Source: an optimization exercise on an open RTL-to-GDS flow (aim: small area and a short achievable clock period). Production flows keep margins and buffers that such runs may drop.
RTL that was checked went through simulation tests only; none was proved equivalent to the original.
Power figures rest on the tool's default switching activity, not on a simulated workload.

==> inputs of build 66 <==
Design hpm_counters, start of the top module:
module hpm_counters #(
  parameter int XLEN         = 32,
  parameter int CNT_LEN      = 64,
  parameter int N_HPM        = 4,
  parameter int N_EVENTS     = 8,
  parameter int CSR_CMD_LEN  = 3,
  parameter int CSR_ADDR_LEN = 12
) (
  input  logic                    clk,
  input  logic                    reset,
  input  logic [CSR_CMD_LEN-1:0]  cmd,
  input  logic [CSR_ADDR_LEN-1:0] addr,
  input  logic [XLEN-1:0]         wdata,
  input  logic                    retire,
  input  logic [N_EVENTS-1:0]     events,
  output logic [XLEN-1:0]         rdata,
  output logic                    illegal,
  output logic                    ovf_irq
);
==> module hpm_counters, before the edit <==
module hpm_counters #(
  parameter int XLEN         = 32,
  parameter int CNT_LEN      = 64,
  parameter int N_HPM        = 4,
  parameter int N_EVENTS     = 8,
  parameter int CSR_CMD_LEN  = 3,
  parameter int CSR_ADDR_LEN = 12
) (
  input  logic                    clk,
  input  logic                    reset,
  input  logic [CSR_CMD_LEN-1:0]  cmd,
  input  logic [CSR_ADDR_LEN-1:0] addr,
  input  logic [XLEN-1:0]         wdata,
  input  logic                    retire,
  input  logic [N_EVENTS-1:0]     events,
  output logic [XLEN-1:0]         rdata,
  output logic                    illegal,
  output logic                    ovf_irq
);
  localparam int NC = 3 + N_HPM;    
  localparam int EW = 4;            
  localparam int G  = 4;            
  localparam int NG = 64 / G;
  logic [31:0]   cnt_lo [NC];
  logic [31:0]   cnt_hi [NC];
  logic [NC-1:0] inhibit;
  logic [NC-1:0] ovf;
  logic [EW-1:0] evsel [N_HPM];
  logic is_wr, is_w, is_s, is_c;
  assign is_w  = (cmd == 3'd2);
  assign is_s  = (cmd == 3'd3);
  assign is_c  = (cmd == 3'd4);
  assign is_wr = is_w | is_s | is_c;
  logic [NC-1:0] h_lo, h_hi;
  always_comb begin
    for (int i = 0; i < NC; i++) begin
      h_lo[i] = (addr[2:0] == 3'(i)) & ~addr[7];
      h_hi[i] = (addr[2:0] == 3'(i)) &  addr[7];
    end
  end
  logic a_b, a_c, a_cnt, a_7;
  assign a_b   = (addr[11:8] == 4'hB);
  assign a_c   = (addr[11:8] == 4'hC);
  assign a_cnt = (addr[6:3] == 4'h0);
  assign a_7   = (addr[2:0] == 3'd7);
  logic v_rd;       
  logic v_wr;       
  assign v_rd = (a_b | (a_c & ~is_wr)) & a_cnt;
  assign v_wr = is_wr & a_b & a_cnt;
  logic [N_HPM-1:0] s_ev;
  logic s_inh, s_ovf, a_3xx;
  assign a_3xx = (addr[11:3] == 9'h064);    
  assign s_inh = a_3xx & (addr[2:0] == 3'd0);
  always_comb begin
    for (int j = 0; j < N_HPM; j++) s_ev[j] = a_3xx & (addr[2:0] == 3'(3 + j));
  end
  assign s_ovf = (addr == 12'h7C0);
  logic hit;
  assign hit = ((a_b | a_c) & a_cnt & ~a_7) | s_inh | (|s_ev) | s_ovf;
  assign illegal = (|cmd) & (~hit | (a_c & a_cnt & ~a_7 & is_wr));
  logic [31:0] m_cnt, m_small, cur;
  always_comb begin
    m_cnt = '0;
    for (int i = 0; i < NC; i++)
      m_cnt = m_cnt | ({32{h_lo[i]}} & cnt_lo[i]) | ({32{h_hi[i]}} & cnt_hi[i]);
    m_small = '0;
    for (int j = 0; j < N_HPM; j++)
      m_small[EW-1:0] = m_small[EW-1:0] | ({EW{s_ev[j]}} & evsel[j]);
    m_small[NC-1:0] = m_small[NC-1:0] | ({NC{s_inh}} & inhibit) | ({NC{s_ovf}} & ovf);
    cur = ({32{v_rd}} & m_cnt) | m_small;
  end
  assign rdata = cur;
  logic [31:0] nv;
  assign nv = ({32{is_w}} & wdata) | ({32{is_s}} & (cur | wdata)) |
              ({32{is_c}} & cur & ~wdata);
  logic [NC-1:0] ws_lo, ws_hi, w_any;
  assign ws_lo = {NC{v_wr}} & h_lo;
  assign ws_hi = {NC{v_wr}} & h_hi;
  assign w_any = ws_lo | ws_hi;
  logic [N_HPM-1:0] ev_hit;
  always_comb begin
    for (int j = 0; j < N_HPM; j++) begin
      ev_hit[j] = 1'b0;
      for (int k = 0; k < N_EVENTS; k++)
        if (evsel[j] == EW'(k + 1)) ev_hit[j] = events[k];
    end
  end
  logic [NC-1:0] inc;
  always_comb begin
    inc[0] = ~inhibit[0];
    inc[1] = 1'b1;
    inc[2] = ~inhibit[2] & retire;
    for (int j = 0; j < N_HPM; j++) inc[3+j] = ~inhibit[3+j] & ev_hit[j];
  end
  logic [NC-1:0] wrap;
  for (genvar i = 0; i < NC; i++) begin : g_cnt
    logic [63:0]   q, d;
    logic [NG-1:0] all1;      
    logic [NG:0]   pre;       
    assign q = {cnt_hi[i], cnt_lo[i]};
    for (genvar g = 0; g < NG; g++) begin : g_a
      assign all1[g] = &q[g*G +: G];
    end
    assign pre[0] = 1'b1;
    for (genvar g = 0; g < NG; g++) begin : g_p
      assign pre[g+1] = &all1[g:0];
    end
    for (genvar g = 0; g < NG; g++) begin : g_grp
      logic [G:0] c;
      assign c[0] = inc[i] & pre[g] & ~w_any[i];
      for (genvar b = 0; b < G; b++) begin : g_b
        assign c[b+1] = c[b] & q[g*G+b];
      end
      assign d[g*G +: G] = q[g*G +: G] ^ c[G-1:0];
    end
    assign wrap[i] = inc[i] & pre[NG] & ~w_any[i];
    always_ff @(posedge clk or negedge reset) begin
      if (!reset) begin
        cnt_lo[i] <= '0;
        cnt_hi[i] <= '0;
      end else begin
        cnt_lo[i] <= ws_lo[i] ? nv : d[31:0];
        cnt_hi[i] <= ws_hi[i] ? nv : d[63:32];
      end
    end
  end
  always_ff @(posedge clk or negedge reset) begin
    if (!reset) begin
      inhibit <= '0;
      ovf     <= '0;
      for (int j = 0; j < N_HPM; j++) evsel[j] <= '0;
    end else begin
      if (is_wr & s_inh) inhibit <= nv[NC-1:0] & 7'b1111101;
      for (int j = 0; j < N_HPM; j++)
        if (is_wr & s_ev[j]) evsel[j] <= nv[EW-1:0];
      ovf <= (((is_wr & s_ovf) ? nv[NC-1:0] : ovf) | wrap) & 7'b1111101;
    end
  end
  assign ovf_irq = |ovf;
endmodule
Settings: LEC_CHECK=0, CAP_MARGIN=20, CORE_MARGIN=2, CORE_UTILIZATION=30, CTS_BUF_LIST=sky130_fd_sc_hd__clkbuf_4 sky130_fd_sc_hd__clkbuf_8, SETUP_SLACK_MARGIN=4.0, SLEW_MARGIN=20; clock period 10.0 ns.
run.sh (not shown) runs the stock make flow with config.mk's settings and CLKGATE_MAP_FILE= SYNTH_SCRIPT=/design/flow/synth_recipe.tcl, a recipe that flattens the netlist after the stock synthesis.
==> inputs of trial 94, as changes to build 66 <==
--- a/flow/design.v
+++ b/flow/design.v
@@ -32,11 +32,9 @@
   assign is_c  = (cmd == 3'd4);
   assign is_wr = is_w | is_s | is_c;
   logic [NC-1:0] h_lo, h_hi;
-  always_comb begin
-    for (int i = 0; i < NC; i++) begin
-      h_lo[i] = (addr[2:0] == 3'(i)) & ~addr[7];
-      h_hi[i] = (addr[2:0] == 3'(i)) &  addr[7];
-    end
+  for (genvar i = 0; i < NC; i++) begin : g_h
+    assign h_lo[i] = (addr[2:0] == 3'(i)) & ~addr[7];
+    assign h_hi[i] = (addr[2:0] == 3'(i)) &  addr[7];
   end
   logic a_b, a_c, a_cnt, a_7;
   assign a_b   = (addr[11:8] == 4'hB);
@@ -51,24 +49,26 @@
   logic s_inh, s_ovf, a_3xx;
   assign a_3xx = (addr[11:3] == 9'h064);    
   assign s_inh = a_3xx & (addr[2:0] == 3'd0);
-  always_comb begin
-    for (int j = 0; j < N_HPM; j++) s_ev[j] = a_3xx & (addr[2:0] == 3'(3 + j));
+  for (genvar j = 0; j < N_HPM; j++) begin : g_sev
+    assign s_ev[j] = a_3xx & (addr[2:0] == 3'(3 + j));
   end
   assign s_ovf = (addr == 12'h7C0);
   logic hit;
   assign hit = ((a_b | a_c) & a_cnt & ~a_7) | s_inh | (|s_ev) | s_ovf;
   assign illegal = (|cmd) & (~hit | (a_c & a_cnt & ~a_7 & is_wr));
-  logic [31:0] m_cnt, m_small, cur;
+  logic [31:0] m_cnt, cur;
+  logic [EW-1:0] m_ev;
+  logic [NC-1:0] m_small;
   always_comb begin
     m_cnt = '0;
     for (int i = 0; i < NC; i++)
       m_cnt = m_cnt | ({32{h_lo[i]}} & cnt_lo[i]) | ({32{h_hi[i]}} & cnt_hi[i]);
-    m_small = '0;
+    m_ev = '0;
     for (int j = 0; j < N_HPM; j++)
-      m_small[EW-1:0] = m_small[EW-1:0] | ({EW{s_ev[j]}} & evsel[j]);
-    m_small[NC-1:0] = m_small[NC-1:0] | ({NC{s_inh}} & inhibit) | ({NC{s_ovf}} & ovf);
-    cur = ({32{v_rd}} & m_cnt) | m_small;
+      m_ev = m_ev | ({EW{s_ev[j]}} & evsel[j]);
   end
+  assign m_small = ({NC{s_inh}} & inhibit) | ({NC{s_ovf}} & ovf) | NC'(m_ev);
+  assign cur = ({32{v_rd}} & m_cnt) | 32'(m_small);
   assign rdata = cur;
   logic [31:0] nv;
   assign nv = ({32{is_w}} & wdata) | ({32{is_s}} & (cur | wdata)) |
@@ -78,20 +78,20 @@
   assign ws_hi = {NC{v_wr}} & h_hi;
   assign w_any = ws_lo | ws_hi;
   logic [N_HPM-1:0] ev_hit;
-  always_comb begin
-    for (int j = 0; j < N_HPM; j++) begin
-      ev_hit[j] = 1'b0;
-      for (int k = 0; k < N_EVENTS; k++)
-        if (evsel[j] == EW'(k + 1)) ev_hit[j] = events[k];
-    end
+  for (genvar j = 0; j < N_HPM; j++) begin : g_ev
+    logic [15:0] ev_oh;     
+    assign ev_oh = 16'd1 << evsel[j];
+    assign ev_hit[j] = |(ev_oh[N_EVENTS:1] & events);
   end
   logic [NC-1:0] inc;
-  always_comb begin
-    inc[0] = ~inhibit[0];
-    inc[1] = 1'b1;
-    inc[2] = ~inhibit[2] & retire;
-    for (int j = 0; j < N_HPM; j++) inc[3+j] = ~inhibit[3+j] & ev_hit[j];
-  end
+  assign inc[0] = ~inhibit[0];
+  assign inc[1] = 1'b1;
+  assign inc[2] = ~inhibit[2] & retire;
+  assign inc[NC-1:3] = ~inhibit[NC-1:3] & ev_hit;
+  function automatic logic all_below(input logic [NG-1:0] a, input int g);
+    all_below = 1'b1;
+    for (int k = 0; k < NG; k++) if (k <= g) all_below = all_below & a[k];
+  endfunction
   logic [NC-1:0] wrap;
   for (genvar i = 0; i < NC; i++) begin : g_cnt
     logic [63:0]   q, d;
@@ -103,7 +103,7 @@
     end
     assign pre[0] = 1'b1;
     for (genvar g = 0; g < NG; g++) begin : g_p
-      assign pre[g+1] = &all1[g:0];
+      assign pre[g+1] = all_below(all1, g);
     end
     for (genvar g = 0; g < NG; g++) begin : g_grp
       logic [G:0] c;
==> flow/flow/run.sh (new file) <==
#!/bin/bash
set -o pipefail
bash standard.sh MATCH_CELL_FOOTPRINT=0 \
  BUFFER_PORTS_ARGS="-buffer_cell sky130_fd_sc_hd__buf_1" finish > flow_make.log 2>&1
==> flow/standard.sh (new file) <==
#!/bin/bash
# synth_recipe.tcl (not shown) runs the flow's synth.tcl, then flattens the netlist and writes it again
# the make line also repeats each setting of config.mk as NAME=value (left out here)
make -C /OpenROAD-flow-scripts/flow DESIGN_CONFIG=/design/flow/config.mk WORK_HOME=/design/flow/orfs CLKGATE_MAP_FILE= SYNTH_SCRIPT=/design/flow/synth_recipe.tcl "${@:-finish}"
- CAP_MARGIN: 20 -> 5
- CORE_UTILIZATION: 30 -> 40
- CTS_BUF_LIST: sky130_fd_sc_hd__clkbuf_4 sky130_fd_sc_hd__clkbuf_8 -> sky130_fd_sc_hd__clkbuf_4
- CTS_CLUSTER_DIAMETER: not set -> 40
- CTS_CLUSTER_SIZE: not set -> 8
- SLEW_MARGIN: 20 -> 5
removed: flow/run.sh
==> comparison table <==
| item | trial 94 | build 66 |
|---|---|---|
| Antenna cell count | 5 | 3 |
| Share of synthesized area spent on multiplexers | 2.38% | 2.07% |
| Non-clock buffer area fraction after layout | 4.70% | 7.03% |
| Cell chosen for the clock root | sky130_fd_sc_hd__clkbuf_4 | sky130_fd_sc_hd__clkbuf_8 |
| Post-cts sizing count | 95 | 236 |
| Int Power | 2.81 mW | 3.20 mW |
| Via-to-Cell Ratio | 6.13 | 5.69 |
| Height of the die | 271 um | 311 um |
| Combinational cell power | 0.427 mW | 0.349 mW |
| Run status | no timing/DRC/antenna violations | no timing/DRC/antenna violations |
| Number of CTS-inserted buffers | 86 | 84 |
| Seq pwr | 2.11 mW | 2.03 mW |
| Overall die area | 73400 sq um | 97000 sq um |
Only the layout flow was run in build 66; the RTL was not checked for function there.

==> what the ideal ports hide <==
How much do the figures lean on ideal ports? The routed layouts below were timed once more, with nothing changed but the port constraints. Step 1 sets driving cells, clkbuf_16 on the clock port and buf_2 on the other inputs (assumed; they add their load-dependent delay and slew). Step 2, shift: input delay + t, output delay - t, t = (earliest + latest rising clock arrival at the registers) / 2. This alone moves slack from input paths to output paths. Slacks: ideal ports / drivers / drivers and shift; pairs: ideal ports / drivers.
run | t, ns | slack for setup (ns) | worst hold slack (ns)
build 66 | 0.762 | 3.940 / 3.841 / 3.317 | 0.507 / 0.507 / 0.507
trial 94 | 0.934 | 4.000 / 3.842 / 3.275 | 0.544 / 0.544 / 0.544
After both steps every run listed still meets setup and hold. For trial 94, which loses most, drivers alone change the setup slack by -0.158 ns; drivers and shift together by -0.725 ns.
